This is an optimization exercise on Yosys and OpenROAD, whose aim is small area and a short achievable clock period, not a production implementation.
In this exercise RTL edits were held to simulation tests only and were not proved equivalent to the original.

==> flow/design.v <==
module fmultiplier (
  input  logic        clk,
  input  logic        reset_n,
  input  logic [31:0] A,
  input  logic [31:0] B,
  output logic [31:0] result,
  output logic        exception
);
  localparam int unsigned ExpW  = 8;
  localparam int unsigned FracW = 23;
  localparam int unsigned SigW  = FracW + 1;
  localparam int unsigned ProdW = 2 * SigW;
  localparam int unsigned EsumW = 10;
  typedef enum logic [1:0] {
    CLS_NORM = 2'd0,
    CLS_ZERO = 2'd1,
    CLS_INF  = 2'd2,
    CLS_NAN  = 2'd3
  } cls_e;
  logic                    sign_q, sign_d;
  logic signed [EsumW-1:0] exp_q, exp_d;
  logic [ProdW-1:0]        prod_q, prod_d;
  cls_e                    cls_q, cls_d;
  logic [31:0] result_d;
  logic        exception_d;
  logic [ExpW-1:0]  exp_a, exp_b;
  logic [FracW-1:0] frac_a, frac_b;
  logic             a_nan, a_inf, a_zero, b_nan, b_inf, b_zero;
  always_comb begin
    exp_a  = A[30:23];
    exp_b  = B[30:23];
    frac_a = A[22:0];
    frac_b = B[22:0];
    a_nan  = (&exp_a) & (|frac_a);
    a_inf  = (&exp_a) & ~(|frac_a);
    a_zero = ~(|exp_a);
    b_nan  = (&exp_b) & (|frac_b);
    b_inf  = (&exp_b) & ~(|frac_b);
    b_zero = ~(|exp_b);
    sign_d = A[31] ^ B[31];
    exp_d  = $signed({2'b00, exp_a}) + $signed({2'b00, exp_b}) - 10'sd127;
    prod_d = ProdW'({1'b1, frac_a}) * ProdW'({1'b1, frac_b});
    if (a_nan | b_nan | (a_zero & b_inf) | (a_inf & b_zero)) begin
      cls_d = CLS_NAN;
    end else if (a_inf | b_inf) begin
      cls_d = CLS_INF;
    end else if (a_zero | b_zero) begin
      cls_d = CLS_ZERO;
    end else begin
      cls_d = CLS_NORM;
    end
  end
  logic                    norm;
  logic [FracW-1:0]        mant;
  logic                    g_bit, r_bit, s_bit, rnd_up;
  logic [SigW-1:0]         mant_r;
  logic signed [EsumW-1:0] exp_n, exp_f;
  logic [FracW-1:0]        frac_f;
  always_comb begin
    norm   = prod_q[47];
    mant   = norm ? prod_q[46:24] : prod_q[45:23];
    g_bit  = norm ? prod_q[23] : prod_q[22];
    r_bit  = norm ? prod_q[22] : prod_q[21];
    s_bit  = norm ? (|prod_q[21:0]) : (|prod_q[20:0]);
    exp_n  = exp_q + (norm ? 10'sd1 : 10'sd0);
    rnd_up = g_bit & (r_bit | s_bit | mant[0]);
    mant_r = {1'b0, mant} + SigW'(rnd_up);
    exp_f  = exp_n + (mant_r[23] ? 10'sd1 : 10'sd0);
    frac_f = mant_r[23] ? '0 : mant_r[22:0];
    result_d    = 32'h0000_0000;
    exception_d = 1'b0;
    case (cls_q)
      CLS_NAN: begin
        result_d    = 32'h7FC0_0000;
        exception_d = 1'b1;
      end
      CLS_INF: begin
        result_d    = {sign_q, 8'hFF, 23'd0};
        exception_d = 1'b1;
      end
      CLS_ZERO: begin
        result_d = {sign_q, 31'd0};
      end
      default: begin
        if (exp_f <= 10'sd0) begin
          result_d = {sign_q, 31'd0};
        end else if (exp_f >= 10'sd255) begin
          result_d    = {sign_q, 8'hFF, 23'd0};
          exception_d = 1'b1;
        end else begin
          result_d = {sign_q, exp_f[7:0], frac_f};
        end
      end
    endcase
  end
  always_ff @(posedge clk or negedge reset_n) begin
    if (!reset_n) begin
      sign_q    <= 1'b0;
      exp_q     <= '0;
      prod_q    <= '0;
      cls_q     <= CLS_NORM;
      result    <= 32'h0000_0000;
      exception <= 1'b0;
    end else begin
      sign_q    <= sign_d;
      exp_q     <= exp_d;
      prod_q    <= prod_d;
      cls_q     <= cls_d;
      result    <= result_d;
      exception <= exception_d;
    end
  end
endmodule
==> flow/run.sh <==
#!/bin/bash
# synth_recipe.tcl (not shown) runs the flow's synth.tcl, then flattens the netlist and writes it again
# the make line also repeats each setting of config.mk as NAME=value (left out here)
make -C /OpenROAD-flow-scripts/flow DESIGN_CONFIG=/design/flow/config.mk WORK_HOME=/design/flow/orfs CLKGATE_MAP_FILE= SYNTH_SCRIPT=/design/flow/synth_recipe.tcl finish
==> flow/config.mk <==
export PLATFORM = sky130hd
export DESIGN_NAME = fmultiplier
export DESIGN_NICKNAME = fmultiplier
export VERILOG_FILES = /design/flow/design.v
export SDC_FILE = /design/flow/constraint.sdc
export NUM_CORES = 4
export LEC_CHECK = 0
export CAP_MARGIN = 20
export CORE_MARGIN = 2
export CORE_UTILIZATION = 40
export PLACE_DENSITY = 0.6
export SLEW_MARGIN = 20
==> flow/constraint.sdc <==
create_clock -name core_clock -period 10.0 [get_ports {clk}]
set_input_delay 2.0000 -clock core_clock [delete_from_list [all_inputs] [get_ports {clk}]]
set_output_delay 2.0000 -clock core_clock [all_outputs]
set_load 0.01 [all_outputs]
==> results.rst <==
.. list-table::
   :header-rows: 1

   * - Metric
     - Value
   * - Worst slew slack as a fraction of its limit
     - 30.2%
   * - Flip-flop cell with the highest count after synthesis
     - sky130_fd_sc_hd__dfrtp_1
   * - CP required
     - 10280 ps
   * - Number of setup violations in the final report
     - 0
   * - Number of rows created at floorplan
     - 87
   * - Starting density of the core
     - 40.6%
   * - Cell count after placement
     - 3316
   * - Unique masters post-synth
     - 76
   * - Initial antenna violation count
     - 3
   * - Number of maximum-capacitance constraint violations
     - 0
   * - Critical-path maximum fanout
     - 14
   * - DRC errors left
     - 0
   * - Slew Viols, Final
     - 0
   * - Die area
     - 59600 µm²
   * - Cell at the slowest stage of the critical path
     - sky130_fd_sc_hd__clkdlybuf4s50_1
   * - Port-buffer cells
     - 98
   * - Buffer count from post-CTS setup fixing
     - 0
   * - Clock root buffer master
     - sky130_fd_sc_hd__clkbuf_16
   * - Clk Latency, worst-skew pair
     - 360 ps
   * - Global-route congestion overflow total
     - 0
   * - Pin count of the biggest net entering global routing
     - 59
   * - Final std cells w/o fill
     - 3333
   * - GR Util All Layers
     - 22.6%
   * - Fraction of final layout cells with drive strength greater than 1
     - 4.19%
   * - First-pass iteration count of the detailed router
     - 5
   * - Post-synthesis share of cell area spent on and, or, nand and nor gates
     - 16.6%
   * - Share of synthesized flip-flops with an asynchronous set or reset
     - 100%
   * - Antenna viol nets, final
     - 0
   * - Die boundary height
     - 244 µm
   * - Final net count
     - 3312
   * - Synthesized area
     - 23000 µm²
   * - Total core area
     - 56700 µm²
   * - Clock tree from TritonCTS
     - yes
   * - Number of global-route vias before repair
     - 18900
   * - Quantity of hold-fixing buffers added after cts
     - 0
   * - Clock buffer depth
     - 2
   * - Transition time at the pin with the least slew margin
     - 1040 ps
   * - Final-report hold violation count
     - 0
   * - Final wirelength
     - 65900 µm
   * - Adder and majority gate portion of the synthesized area
     - 52.4%
   * - Kind of critical path
     - input pin to flip-flop
   * - Largest family of logic cells by synthesized area
     - adder cells
   * - Maximum clock rate
     - 0.109 GHz
   * - Post-synthesis xor/xnor area fraction
     - 3.34%
   * - Setup ws final
     - 796 ps
   * - RSZ-0062 raised after global routing
     - false
   * - Critical Path Start Type
     - input pin
   * - Average size of a mapped cell
     - 9.18 µm²
   * - Layout filler cell count
     - 5466
   * - Worst min-delay path class
     - flip-flop to flip-flop
   * - Overall die width
     - 244 µm
   * - Number of flops mapped to enable cells by yosys
     - 0
   * - DRC marker count from the first detailed-route iteration
     - 1038
   * - Proportion of synthesized area in mux cells
     - 0.396%
   * - Pre-CTS setup slack
     - 521 ps
   * - Compound-cell area share of the yosys netlist
     - 5.84%
   * - Crit path arrival time
     - 9490 ps
   * - Inserted Clock Buffers
     - 9
   * - Setup TNS after final layout
     - 0 ps
   * - Wire length of the first global-routing pass
     - 104000 µm
   * - Part of the Yosys area used for sequential elements
     - 10.2%
   * - Final critical delay including setup and external delays
     - 9200 ps
   * - Synth area leaders
     - sky130_fd_sc_hd__fa_1 (42%), sky130_fd_sc_hd__ha_1 (10%), sky130_fd_sc_hd__dfrtp_1 (10%), sky130_fd_sc_hd__inv_1 (9.3%), sky130_fd_sc_hd__and2_1 (6.5%)
   * - Max Clock Skew
     - 10.4 ps
   * - Count of synthesis-stage warnings from yosys
     - 1
   * - Drt wl/cell
     - 19.8 µm
   * - Dpl hpwl
     - 54800 µm
   * - Area share of the leading cell type in the synthesized netlist
     - 42.0%
   * - Biggest area consumer among synthesized cells
     - sky130_fd_sc_hd__fa_1
   * - Outcome
     - finished clean
   * - #FFs+latches synth
     - 94
   * - Most frequently used cell type in the post-synthesis netlist
     - sky130_fd_sc_hd__inv_1
   * - Most used standard cells in the synthesized netlist
     - sky130_fd_sc_hd__inv_1 (569), sky130_fd_sc_hd__fa_1 (484), sky130_fd_sc_hd__nand2_1 (312)
   * - Clock transition at the register clock pins on the worst setup and hold paths after CTS
     - 70 ps
   * - Routability Congestion
     - 0.901
   * - DR vias
     - 17100
   * - Highest cell delay on the worst timing path
     - 1160 ps
   * - Synth-to-layout area growth
     - 9.79%
   * - Final period util
     - 92.0%
   * - Number of top-level pins
     - 99
   * - H-Tree Level Count
     - 3
   * - Critical path capture point type
     - flip-flop
   * - Post-cts sizing count
     - 0
   * - Average via count per standard cell
     - 5.13
   * - Count of clock tree sinks
     - 94
   * - Syn nets
     - 3253
   * - Synthesized instance count
     - 2512
[state kept, by name, indices dropped and copies added (netlist names)]
register	cells
exception	1
cls_q	2
result	32
prod_q	48
exp_q	10
sign_q	1
[cell usage in the layout, fill, tap and decap left out, types with 10 or more instances in the layout]
master	n
sky130_fd_sc_hd__a21oi_1	63
sky130_fd_sc_hd__and2_1	239
sky130_fd_sc_hd__nor4_1	19
sky130_fd_sc_hd__buf_4	61
sky130_fd_sc_hd__nor2b_1	16
sky130_fd_sc_hd__o21bai_1	12
sky130_fd_sc_hd__nand2_1	312
sky130_fd_sc_hd__nand4_1	18
sky130_fd_sc_hd__nand3_1	20
sky130_fd_sc_hd__xnor2_1	52
sky130_fd_sc_hd__dfrtp_1	93
sky130_fd_sc_hd__o21ai_0	21
sky130_fd_sc_hd__inv_1	569
sky130_fd_sc_hd__nor3_1	10
sky130_fd_sc_hd__nor2_1	95
sky130_fd_sc_hd__fa_1	484
sky130_fd_sc_hd__ha_1	191
sky130_fd_sc_hd__xor2_1	36
sky130_fd_sc_hd__a21o_1	27
sky130_fd_sc_hd__clkdlybuf4s50_1	97
[cells by family (layout without fill, tap and decap cells)]
family / count (synthesis) / count (layout)
mux: 9 / 9
flops: 94 / 94
buf+inv: 684 / 748
other cells: 0 / 1
simple gates: 768 / 768
xor+xnor: 88 / 88
compound gates: 194 / 194
fa+ha+maj: 675 / 675
[area by class of cell]
cell class | instances | area [µm²] | area share [%]
multi-input combinational | 1734 | 18100 | 71.6
sequential | 94 | 2350 | 9.30
inverter | 574 | 2150 | 8.51
timing repair buffer | 158 | 1430 | 5.65
tap | 756 | 946 | 3.74
clock buffer | 9 | 225 | 0.890
clock inverter | 7 | 87.6 | 0.346
antenna | 1 | 2.50 | 0.00989
[metal layers]
metal | global-route usage (%) | part of all wire, %
met4 | 6.17 | 2.8
met3 | 4.75 | 7.8
met1 | 30.9 | 42
met2 | 36.6 | 47
met5 | 0 | 0.027
[stage by stage]
| stage | instance area [µm²] | hold slack (ps) | util [%] |
|---|---|---|---|
| 6_report | 25300 | 488 | 44.6 |
| 3_5_place_dp | 25000 | 458 | 44.1 |
| 2_1_floorplan | 23000 | 428 | - |
| 4_1_cts | 25300 | 488 | 44.6 |
| 3_3_place_gp | 25000 | 440 | 44.1 |
| 5_1_grt | 25300 | 518 | 44.6 |
[path summary, 6_finish.rpt]
path / depth (start not counted) / endpoint / slack (ps) / start
max: 25 / prod_q[45]$_DFF_PN0_ / 800 / A[13]
min: 1 / result[31]$_DFF_PN0_ / 490 / sign_q$_DFF_PN0_
max reg2reg: 22 / result[12]$_DFF_PN0_ / 3940 / prod_q[47]$_DFF_PN0_
min reg2reg: 1 / result[31]$_DFF_PN0_ / 490 / sign_q$_DFF_PN0_
max in group asynchronous: 2 / prod_q[47]$_DFF_PN0_ / 7300 / reset_n
min in group asynchronous: 1 / result[12]$_DFF_PN0_ / 1640 / reset_n
[worst max-delay path, delay by kind of cell]
family,cells,cell delay (ps)
adders and majority gates,8,3970
xor gates and xnor gates,1,160
buffers and inverters,8,1510
AOI/OAI and AO/OA,4,1060
and+or+nand+nor,4,780

-- re-timing with driven ports --
The flow's constraints put no driver on any port. The routed layout listed below was extracted and timed again, unchanged, in two steps. Step 1: set_driving_cell puts a clkbuf_16 on clk and a buf_2 on each other input, an assumption about the parent block. Step 2, shift: input delay + t, output delay - t, t = (earliest + latest rising clock arrival at the registers) / 2. This alone moves slack from input paths to output paths. a / b / c = ideal ports / drivers / drivers and shift; a / b = the first two.
t, ns: 0.397
slack for setup (ns): 0.796 / 0.817 / 0.421
latest minus earliest clock arrival (ns): 0.011 / 0.011
pins driven straight from the clock port: 1
After both steps this run still meets setup and hold. For this run, drivers alone change the setup slack by +0.021 ns; drivers and shift together by -0.375 ns.
